Background: an optimization exercise with open tools, aiming at a short achievable clock period and few clock cycles. Do not read the settings as production practice. The RTL was checked by simulation tests, not by an equivalence proof against the original design. Power and IR drop assume default switching activity.

run A:
Design lc3b_pipeline, start of the top module:
module lc3b_pipeline
#(
    parameter logic [15:0] RESET_PC = 16'h0000
)
(
    input  logic        clk,
    input  logic        rst,
    output logic        imem_read,
    output logic [15:0] imem_address,
    input  logic        imem_resp,
    input  logic [15:0] imem_rdata,
    output logic        dmem_read,
    output logic        dmem_write,
    output logic [15:0] dmem_address,
    output logic [15:0] dmem_wdata,
    output logic [1:0]  dmem_byte_enable,
    input  logic        dmem_resp,
    input  logic [15:0] dmem_rdata
);
    function automatic logic [15:0] carries(input logic [15:0] a, input logic [15:0] b);
        logic [15:0] g, p;
        g = a & b;
        p = a | b;
        for (int d = 1; d < 16; d = d * 2)
        begin
            for (int i = 15; i >= d; i--)
            begin
                g[i] = g[i] | (p[i] & g[i-d]);
                p[i] = p[i] & p[i-d];
            end
        end
        carries = {g[14:0], 1'b0};
    endfunction
    function automatic logic [9:0] carries_ci9(input logic [8:0] a, input logic [8:0] b);
        logic [8:0] g, p;
        g = a & b;
        p = a | b;
        g[0] = g[0] | p[0];
        for (int d = 1; d < 9; d = d * 2)
        begin
            for (int i = 8; i >= d; i--)
            begin
                g[i] = g[i] | (p[i] & g[i-d]);
                p[i] = p[i] & p[i-d];
            end
        end
        carries_ci9 = {g, 1'b1};
    endfunction
    function automatic logic [5:0] inc6(input logic [5:0] x);
        logic c;
        c = 1'b1;
        for (int i = 0; i < 6; i++)
        begin
            inc6[i] = x[i] ^ c;
            c = c & x[i];
        end
    endfunction
    function automatic logic [5:0] dec6(input logic [5:0] x);
        logic b;
        b = 1'b1;
  ...
For scale: ~89 I/O pins, roughly 0.022 mm² of cells after synthesis.
==> flow/config.mk <==
export PLATFORM = sky130hd
export DESIGN_NAME = lc3b_pipeline
export DESIGN_NICKNAME = lc3b_pipeline
export VERILOG_FILES = /design/flow/design.v
export SDC_FILE = /design/flow/constraint.sdc
export NUM_CORES = 4
export LEC_CHECK = 0
export ABC_CLOCK_PERIOD_IN_PS = 2000
export CAP_MARGIN = 20
export CORE_MARGIN = 2
export CORE_UTILIZATION = 40
export SETUP_SLACK_MARGIN = 3.0
export SLEW_MARGIN = 20
==> flow/constraint.sdc <==
create_clock -name core_clock -period 4.5 [get_ports {clk}]
set_input_delay 0.9000 -clock core_clock [delete_from_list [all_inputs] [get_ports {clk}]]
set_output_delay 0.9000 -clock core_clock [all_outputs]
set_load 0.01 [all_outputs]
standard.sh (not shown) runs the stock make flow with config.mk's settings and CLKGATE_MAP_FILE= SYNTH_SCRIPT=/design/flow/synth_recipe.tcl, a recipe that flattens the netlist after the stock synthesis.
==> flow/flow/run.sh <==
#!/bin/bash
# Standard layout; ports buffered with buf_4 instead of the smallest buffer,
# the resizer free to change a cell's footprint, and adders left to ABC as
# plain logic instead of full/half-adder cells.
set -euo pipefail
bash standard.sh "BUFFER_PORTS_ARGS=-buffer_cell sky130_fd_sc_hd__buf_4" MATCH_CELL_FOOTPRINT=0 ADDER_MAP_FILE= finish > make_finish.log 2>&1
Run A was carried through to the last stage, and its layout satisfied the timing, design-rule and antenna checks.
Testbench counts of run A, summed over its fixed seeds: cycles 72,892.
## Diff of input files: run B against run A
Settings: SETUP_SLACK_MARGIN: 3.0 -> 2.5.
==> flow/flow/run.sh <==
#!/bin/bash
# Standard layout; ports buffered with buf_4 instead of the smallest buffer,
# and the resizer free to change a cell's footprint.
set -euo pipefail
bash standard.sh "BUFFER_PORTS_ARGS=-buffer_cell sky130_fd_sc_hd__buf_4" MATCH_CELL_FOOTPRINT=0 finish > make_finish.log 2>&1
## What came out
- Run B | status: complete | timing, DRC, antenna: pass
- Compared to run A, run B has hold slack 0.0063 ns lower.
- Diff run A -> run B: critical path depth rose 3; share of synthesized cell area in full adder, half adder and majority cells rose 2.7 points; wire length of the first global-routing pass fell about 3%; final standard cell count with taps included and fillers excluded fell 36.
- Between run B and run A, final critical-path required period is lower for run B, run A comes in above that.
- Run B reports a higher clock-buffer cell count than run A does.
- As of run B, wire length had fallen slightly compared to run A.
The inputs of run C differ from those of run B as listed below.
Settings: CORE_UTILIZATION: 40 -> 55; TNS_END_PERCENT: unset -> 100; PLACE_DENSITY: unset -> 0.65.
Findings:
The worst hold slack in run C was higher than what run B gave. Compared with run B, run C shows leakage power summed over all cells that has gone down by a few percent. Sum of buffers and inverters on the critical path delta (run C -> run B): insignificant. Compared with run B, run C shows a higher register share of the cell area. Number of instances in the placed design: run C vs run B down about 7%. Compared to run B, run C was floorplanned on a smaller die. Diff run B -> run C: power in sequential cells barely changed, worst setup slack went up 0.012 ns, number of tap cells added at floorplan saw a decrease. In the tables for run C and run B, final design area excluding fillers reads lower with run C.

## what the ideal ports hide
In the flow no input, the clock included, has a driving cell. The finished layouts below were timed again as built, in two steps. Step 1 (the two cells are an assumption about what drives the block):
set clk [get_ports {clk}]
set_driving_cell -lib_cell sky130_fd_sc_hd__clkbuf_16 $clk
set_driving_cell -lib_cell sky130_fd_sc_hd__buf_2 [delete_from_list [all_inputs] $clk]
Step 2 times the ports against the registers' clock, not the clock port: input delays grow and output delays shrink by t, the midpoint of the rising clock arrivals with the driver on. Three values: ideal ports, drivers, drivers and shift; two values: the first two.
run	t, ns	setup slack, ns	hold WS [ns]	clock arrival spread, ns	cell pins on the clock port's net
run A	0.647	1.820 / 1.820 / 1.344	0.424 / 0.424 / 0.424	0.025 / 0.025	1
run B	0.633	1.981 / 1.981 / 1.583	0.418 / 0.418 / 0.418	0.016 / 0.017	1
run C	0.623	1.993 / 1.993 / 1.645	0.436 / 0.436 / 0.436	0.024 / 0.023	1
After both steps setup and hold are still met in every run listed. For run A, which loses most, drivers alone change the setup slack by 0.000 ns; drivers and shift together by -0.476 ns.
